Background: an optimization exercise with open tools, aiming at small area and a short achievable clock period. Do not read the settings as production practice.
Only simulation tests tie the RTL to the original design; equivalence was not proved.
Power and IR drop assume default switching activity.

## anvil_shared_tlb
module anvil_shared_tlb #(
  parameter int unsigned ENTRIES    = 16,
  parameter int unsigned VLEN       = 64,
  parameter int unsigned ASID_WIDTH = 16
) (
  input  logic                  clk_i,
  input  logic                  rst_i,
  input  logic                  flush_i,
  input  logic                  itlb_miss_i,
  input  logic                  dtlb_miss_i,
  input  logic [VLEN-1:0]       itlb_vaddr_i,
  input  logic [VLEN-1:0]       dtlb_vaddr_i,
  input  logic                  dtlb_is_store_i,
  input  logic [ASID_WIDTH-1:0] asid_i,
  output logic                  itlb_ack_o,
  output logic                  dtlb_ack_o,
  output logic                  ptw_access_o,
  output logic                  ptw_hit_o,
  output logic [VLEN-1:0]       ptw_vaddr_o,
  output logic                  ptw_itlb_req_o,
  output logic                  ptw_is_store_o,
  input  logic                  ptw_update_valid_i,
  input  logic [26:0]           ptw_update_vpn_i,
  input  logic [ASID_WIDTH-1:0] ptw_update_asid_i,
  input  logic [1:0]            ptw_update_is_page_i,
  input  logic [63:0]           ptw_update_content_i,
  input  logic                  ptw_error_i,
  output logic                  refill_valid_o,
  output logic                  refill_is_itlb_o,
  output logic [26:0]           refill_vpn_o,
  output logic [ASID_WIDTH-1:0] refill_asid_o,
  output logic [1:0]            refill_is_page_o,
  output logic [63:0]           refill_content_o,
  output logic [31:0]           perf_hit_cnt_o,
  output logic [31:0]           perf_miss_cnt_o
);
Settings: LEC_CHECK=0, CAP_MARGIN=20, CORE_MARGIN=2, CORE_UTILIZATION=55, CTS_BUF_LIST=sky130_fd_sc_hd__clkbuf_16, CTS_CLUSTER_DIAMETER=100, CTS_CLUSTER_SIZE=25, SETUP_SLACK_MARGIN=4.5, SLEW_MARGIN=20; clock period 9.0 ns.
standard.sh (not shown) runs the stock make flow with config.mk's settings and CLKGATE_MAP_FILE= SYNTH_SCRIPT=/design/flow/synth_recipe.tcl, a recipe that flattens the netlist after the stock synthesis.
==> flow/flow/run.sh <==
#!/bin/bash
set -euo pipefail
export BUFFER_PORTS_ARGS="-buffer_cell sky130_fd_sc_hd__buf_2"
bash standard.sh > standard_flow.log 2>&1
The baseline completed without violations.
Change:
--- a/flow/config.mk
+++ b/flow/config.mk
@@ -9,3 +9,3 @@
 export CORE_MARGIN = 2
-export CORE_UTILIZATION = 55
+export CORE_UTILIZATION = 72
 export CTS_BUF_LIST = sky130_fd_sc_hd__clkbuf_16
What happened:
- The changed run went through all stages and came out clean
- wire length drops by 7.0%
- setup slack gets better by 61 ps
- critical path depth goes down by 4
- die area fell by 23%
- area after synthesis does not change
Change:
==> flow/flow/run.sh (replaced) <==
#!/bin/bash
set -euo pipefail
export BUFFER_PORTS_ARGS="-buffer_cell sky130_fd_sc_hd__buf_1"
bash standard.sh > standard_flow.log 2>&1
--- a/flow/config.mk
+++ b/flow/config.mk
@@ -9,3 +9,3 @@
 export CORE_MARGIN = 2
-export CORE_UTILIZATION = 72
+export CORE_UTILIZATION = 40
 export CTS_BUF_LIST = sky130_fd_sc_hd__clkbuf_16
Area after synthesis stays the same. Register-to-register slack gets worse by 130 ps. Worst setup slack degrades by 62 ps. Total power went up by 1.4%. Cell count increases by 18%. Wire length climbs by 14%. Worst hold slack barely changes. Clock power rose by 5.1%. Clock-buffer cell count is higher by 4.
Change:
==> flow/flow/run.sh (replaced) <==
#!/bin/bash
set -euo pipefail
export BUFFER_PORTS_ARGS="-buffer_cell sky130_fd_sc_hd__buf_2"
bash standard.sh > standard_flow.log 2>&1
--- a/flow/config.mk
+++ b/flow/config.mk
@@ -9,3 +9,3 @@
 export CORE_MARGIN = 2
-export CORE_UTILIZATION = 40
+export CORE_UTILIZATION = 68
 export CTS_BUF_LIST = sky130_fd_sc_hd__clkbuf_16
@@ -13,3 +13,3 @@
 export CTS_CLUSTER_SIZE = 25
-export SETUP_SLACK_MARGIN = 4.5
+export SETUP_SLACK_MARGIN = 4.2
 export SLEW_MARGIN = 20
Effect: Count of clock-buffer cells in the layout drops by 5; final cell count drops by 15%; first-iteration DRC count climbs by 2.8%.

* * *

anvil_shared_tlb again, from the RTL that the note above started with.
==> flow/config.mk <==
export PLATFORM = sky130hd
export DESIGN_NAME = anvil_shared_tlb
export DESIGN_NICKNAME = anvil_shared_tlb
export VERILOG_FILES = /design/flow/design.v
export SDC_FILE = /design/flow/constraint.sdc
export NUM_CORES = 4
export LEC_CHECK = 0
export CAP_MARGIN = 20
export CORE_MARGIN = 2
export CORE_UTILIZATION = 68
export CTS_BUF_LIST = sky130_fd_sc_hd__clkbuf_16
export CTS_CLUSTER_DIAMETER = 100
export CTS_CLUSTER_SIZE = 25
export SETUP_SLACK_MARGIN = 4.5
export SLEW_MARGIN = 20
==> flow/constraint.sdc <==
create_clock -name core_clock -period 9.0 [get_ports {clk_i}]
set_input_delay 1.8000 -clock core_clock [delete_from_list [all_inputs] [get_ports {clk_i}]]
set_output_delay 1.8000 -clock core_clock [all_outputs]
set_load 0.01 [all_outputs]
==> flow/flow/run.sh <==
#!/bin/bash
set -euo pipefail
export BUFFER_PORTS_ARGS="-buffer_cell sky130_fd_sc_hd__buf_2"
bash standard.sh > standard_flow.log 2>&1
Next try:
- CORE_UTILIZATION: 68 -> 40
- TNS_END_PERCENT: unset -> 30
Utilization is lower by 30 points.
Synthesized cell count does not change.
Register-to-register slack got worse by 0.24 ns.
Area after synthesis does not change.
Worst setup slack got worse by 0.053 ns.
Total power is higher by about 0.9%.

* * *

run 1:
The RTL this note starts from:
==> flow/design.v <==
module anvil_shared_tlb #(
  parameter int unsigned ENTRIES    = 16,
  parameter int unsigned VLEN       = 64,
  parameter int unsigned ASID_WIDTH = 16
) (
  input  logic                  clk_i,
  input  logic                  rst_i,
  input  logic                  flush_i,
  input  logic                  itlb_miss_i,
  input  logic                  dtlb_miss_i,
  input  logic [VLEN-1:0]       itlb_vaddr_i,
  input  logic [VLEN-1:0]       dtlb_vaddr_i,
  input  logic                  dtlb_is_store_i,
  input  logic [ASID_WIDTH-1:0] asid_i,
  output logic                  itlb_ack_o,
  output logic                  dtlb_ack_o,
  output logic                  ptw_access_o,
  output logic                  ptw_hit_o,
  output logic [VLEN-1:0]       ptw_vaddr_o,
  output logic                  ptw_itlb_req_o,
  output logic                  ptw_is_store_o,
  input  logic                  ptw_update_valid_i,
  input  logic [26:0]           ptw_update_vpn_i,
  input  logic [ASID_WIDTH-1:0] ptw_update_asid_i,
  input  logic [1:0]            ptw_update_is_page_i,
  input  logic [63:0]           ptw_update_content_i,
  input  logic                  ptw_error_i,
  output logic                  refill_valid_o,
  output logic                  refill_is_itlb_o,
  output logic [26:0]           refill_vpn_o,
  output logic [ASID_WIDTH-1:0] refill_asid_o,
  output logic [1:0]            refill_is_page_o,
  output logic [63:0]           refill_content_o,
  output logic [31:0]           perf_hit_cnt_o,
  output logic [31:0]           perf_miss_cnt_o
);
  localparam int unsigned IW = $clog2(ENTRIES);
  localparam int unsigned EW = 27 + ASID_WIDTH + 2 + 64;
  logic idle_q, lookup_q, wait_q;
  logic [ENTRIES-1:0]    valid_q;
  logic [26:0]           vpn_q     [ENTRIES];
  logic [ASID_WIDTH-1:0] asid_q    [ENTRIES];
  logic [1:0]            page_q    [ENTRIES];
  logic [63:0]           content_q [ENTRIES];
  logic [IW-1:0]         rr_q;
  logic [VLEN-1:0]       req_vaddr_q;
  logic                  req_itlb_q, req_store_q;
  logic                  ack;
  logic [VLEN-1:0]       sel_vaddr;
  logic [26:0]           lk_vpn;
  logic [ENTRIES-1:0]    match, first, sel_q, inv_first, rr_dec, we;
  logic                  hit_q, all_valid, fill_we;
  assign itlb_ack_o = idle_q && !flush_i && itlb_miss_i;
  assign dtlb_ack_o = idle_q && !flush_i && !itlb_miss_i && dtlb_miss_i;
  assign ack        = idle_q && !flush_i && (itlb_miss_i || dtlb_miss_i);
  assign sel_vaddr  = itlb_miss_i ? itlb_vaddr_i : dtlb_vaddr_i;
  assign lk_vpn     = sel_vaddr[38:12];
  always_comb begin
    for (int i = 0; i < int'(ENTRIES); i++) begin
      logic hi_eq, mid_eq, lo_eq;
      hi_eq  = (vpn_q[i][26:18] == lk_vpn[26:18]);
      mid_eq = (vpn_q[i][17:9]  == lk_vpn[17:9]);
      lo_eq  = (vpn_q[i][8:0]   == lk_vpn[8:0]);
      match[i] = valid_q[i] && (content_q[i][5] || asid_q[i] == asid_i) && hi_eq &&
                 (page_q[i][0] || mid_eq) && (page_q[i][0] || page_q[i][1] || lo_eq);
    end
  end
  always_comb begin
    for (int i = 0; i < int'(ENTRIES); i++) begin
      first[i] = match[i] && !(|(match & ((ENTRIES'(1) << i) - ENTRIES'(1))));
    end
  end
  always_ff @(posedge clk_i or posedge rst_i) begin
    if (rst_i) begin
      sel_q <= '0;
      hit_q <= 1'b0;
    end else begin
      sel_q <= ack ? first : '0;
      hit_q <= ack && (|match);
    end
  end
  logic [EW-1:0] rd;
  always_comb begin
    rd = '0;
    for (int i = 0; i < int'(ENTRIES); i++) begin
      rd = rd | ({EW{sel_q[i]}} & {content_q[i], page_q[i], asid_q[i], 9'd0, vpn_q[i][17:0]});
    end
    rd[26:18] = {9{hit_q}} & req_vaddr_q[38:30];
    rd = rd & {EW{!flush_i}};
  end
  assign ptw_access_o     = lookup_q && !flush_i;
  assign ptw_hit_o        = hit_q && !flush_i;
  assign refill_valid_o   = ptw_hit_o;
  assign refill_is_itlb_o = ptw_hit_o && req_itlb_q;
  assign refill_vpn_o     = rd[26:0];
  assign refill_asid_o    = rd[27 +: ASID_WIDTH];
  assign refill_is_page_o = rd[27 + ASID_WIDTH +: 2];
  assign refill_content_o = rd[27 + ASID_WIDTH + 2 +: 64];
  assign ptw_vaddr_o    = req_vaddr_q;
  assign ptw_itlb_req_o = req_itlb_q;
  assign ptw_is_store_o = req_store_q;
  always_ff @(posedge clk_i or posedge rst_i) begin
    if (rst_i) begin
      idle_q   <= 1'b1;
      lookup_q <= 1'b0;
      wait_q   <= 1'b0;
    end else begin
      idle_q   <= flush_i || (idle_q && !itlb_miss_i && !dtlb_miss_i) || (lookup_q && hit_q) ||
                  (wait_q && (ptw_update_valid_i || ptw_error_i));
      lookup_q <= ack;
      wait_q   <= !flush_i && ((lookup_q && !hit_q) ||
                               (wait_q && !ptw_update_valid_i && !ptw_error_i));
    end
  end
  always_ff @(posedge clk_i or posedge rst_i) begin
    if (rst_i) begin
      req_vaddr_q <= '0;
      req_itlb_q  <= 1'b0;
      req_store_q <= 1'b0;
    end else if (ack) begin
      req_vaddr_q <= sel_vaddr;
      req_itlb_q  <= itlb_miss_i;
      req_store_q <= !itlb_miss_i && dtlb_is_store_i;
    end
  end
  always_comb begin
    logic below_valid;
    below_valid = 1'b1;
    for (int i = 0; i < int'(ENTRIES); i++) begin
      inv_first[i] = !valid_q[i] && below_valid;
      below_valid  = below_valid && valid_q[i];
      rr_dec[i]    = (rr_q == IW'(i));
    end
  end
  assign all_valid = &valid_q;
  assign fill_we   = wait_q && ptw_update_valid_i && !flush_i;
  assign we        = {ENTRIES{wait_q && ptw_update_valid_i}} & (all_valid ? rr_dec : inv_first);
  always_ff @(posedge clk_i or posedge rst_i) begin
    if (rst_i) begin
      valid_q <= '0;
      rr_q    <= '0;
    end else if (flush_i) begin
      valid_q <= '0;
    end else if (fill_we) begin
      valid_q <= valid_q | we;   
      if (all_valid) rr_q <= rr_q + 1'b1;
    end
  end
  always_ff @(posedge clk_i) begin
    for (int i = 0; i < int'(ENTRIES); i++) begin
      if (we[i]) begin
        vpn_q[i]     <= ptw_update_vpn_i;
        asid_q[i]    <= ptw_update_asid_i;
        page_q[i]    <= ptw_update_is_page_i;
        content_q[i] <= ptw_update_content_i;
      end
    end
  end
  logic [31:0] hit_cnt_q, miss_cnt_q;
  always_ff @(posedge clk_i or posedge rst_i) begin
    if (rst_i) begin
      hit_cnt_q  <= '0;
      miss_cnt_q <= '0;
    end else if (ptw_access_o) begin
      if (hit_q && hit_cnt_q != 32'hFFFF_FFFF)   hit_cnt_q  <= hit_cnt_q + 32'd1;
      if (!hit_q && miss_cnt_q != 32'hFFFF_FFFF) miss_cnt_q <= miss_cnt_q + 32'd1;
    end
  end
  assign perf_hit_cnt_o  = hit_cnt_q;
  assign perf_miss_cnt_o = miss_cnt_q;
endmodule
Settings: LEC_CHECK=0, CAP_MARGIN=20, CORE_MARGIN=2, CORE_UTILIZATION=55, CTS_BUF_LIST=sky130_fd_sc_hd__clkbuf_16, CTS_CLUSTER_DIAMETER=100, CTS_CLUSTER_SIZE=25, PLACE_DENSITY=0.75, SETUP_SLACK_MARGIN=4.5, SLEW_MARGIN=20; clock period 9.0 ns.
Scripts as last shown in full above: flow/flow/run.sh
Run 1: done, clean on timing, DRC and antenna
> inputs changed (run 1 -> run 2)
Settings: CORE_UTILIZATION changed from 55 to 68; PLACE_DENSITY removed (was 0.75); SETUP_SLACK_MARGIN changed from 4.5 to 4.8.
--- outcome ---
Wire length of the first global-routing pass (lower): run 1
Run 2 -> run 1: cell count after synthesis delta 0, exact match
| area share of buffers outside the clock network | lower: run 1 |
Maximum fanout count along the critical path (run 2 over run 1): increase, 9
Est. power | run 2 vs run 1 | run 2 higher
Run 2 — sequential share of layout area 1.8 points lower, run 1 as reference
Run 2 against run 1: hold slack moved down, via count moved up.
Setup changes, run 2 to run 3
Settings: swapping 4.8 for 4.5 in SETUP_SLACK_MARGIN; swapping 68 for 64 in CORE_UTILIZATION.
[summary]
For run 2, the beginning of the critical path was sel_q[11], unlike run 3, where it was itlb_miss_i. The portion of total power attributed to the clock network number comes out lower for run 3 vs run 2. Run 2 → run 3: clock-buffer cell count went down about 3.4%, via count of the first global-routing pass went down 6.4%, worst ir drop on vdd went down about 16%, post-CTS setup repair buffer count went down about 30%, maximum frequency went up 2.1%. For combinational power share, run 2 and run 3 come out practically identical. Sum of overflow across all layers after global routing: run 3 vs run 2 identical.
[inputs] run 4 vs run 3
Settings: swapping 64 for 40 in CORE_UTILIZATION.
Findings:
Highest-delay cell along the critical path: a31oi_2 -> run 4, nor4_1 -> run 3. Final clock skew: run 4 > run 3. Run 4 — minimum period implied by the final worst setup slack 0.020 ns higher, run 3 as reference. Changes observed in run 4 relative to run 3: area of the multi-input gates increased by 2200 sq um relative to the old numbers; number of vias after detailed routing moved down; worst reg-to-reg path cell count increased 1; total negative slack for setup checks shows no meaningful change. Delta(post-synthesis to final-layout area growth, run 4 - run 3) > 0.

-- port drivers added, routing unchanged --
How much do the figures lean on ideal ports? The routed layouts below were timed once more, with nothing changed but the port constraints.
Step 1 (the two cells are an assumption about what drives the block):
set clk [get_ports {clk_i}]
set_driving_cell -lib_cell sky130_fd_sc_hd__clkbuf_16 $clk
set_driving_cell -lib_cell sky130_fd_sc_hd__buf_2 [delete_from_list [all_inputs] $clk]
Step 2 also shifts input and output timing later by t, the mid clock arrival at the registers, as if the neighbouring blocks saw the same clock.
Slacks: ideal / step 1 / step 2; pairs: ideal / step 1.
| run | shift t [ns] | slack for setup (ns) | worst setup path after step 2 | latest minus earliest clock arrival (ns) | worst slew at a driven data input, ns |
|---|---|---|---|---|---|
| the first run of note 1 | 0.827 | 4.374 / 4.235 / 3.605 | input to register | 0.049 / 0.049 | 0.34 |
| the second run of note 1 | 0.789 | 4.435 / 4.202 / 3.652 | input to register | 0.056 / 0.056 | 0.36 |
| the third run of note 1 | 0.860 | 4.373 / 4.238 / 3.547 | input to register | 0.051 / 0.052 | 0.35 |
| the fourth run of note 1 | 0.811 | 4.145 / 4.067 / 3.444 | input to register | 0.050 / 0.050 | 0.17 |
| the first run of note 2 | 0.814 | 4.415 / 4.088 / 3.797 | input to register | 0.056 / 0.057 | 0.52 |
| the second run of note 2 | 0.851 | 4.362 / 4.185 / 3.758 | input to register | 0.064 / 0.064 | 0.34 |
| run 1 | 0.825 | 4.381 / 4.128 / 3.610 | input to register | 0.046 / 0.045 | 0.48 |
| run 2 | 0.847 | 4.330 / 4.012 / 3.813 | input to register | 0.063 / 0.063 | 0.69 |
| run 3 | 0.798 | 4.428 / 4.340 / 3.638 | input to register | 0.044 / 0.044 | 0.28 |
| run 4 | 0.855 | 4.408 / 4.145 / 3.484 | input to register | 0.067 / 0.067 | 0.39 |
After both steps every run listed still meets setup and hold. For run 4, which loses most, drivers alone change the setup slack by -0.263 ns; drivers and shift together by -0.924 ns.
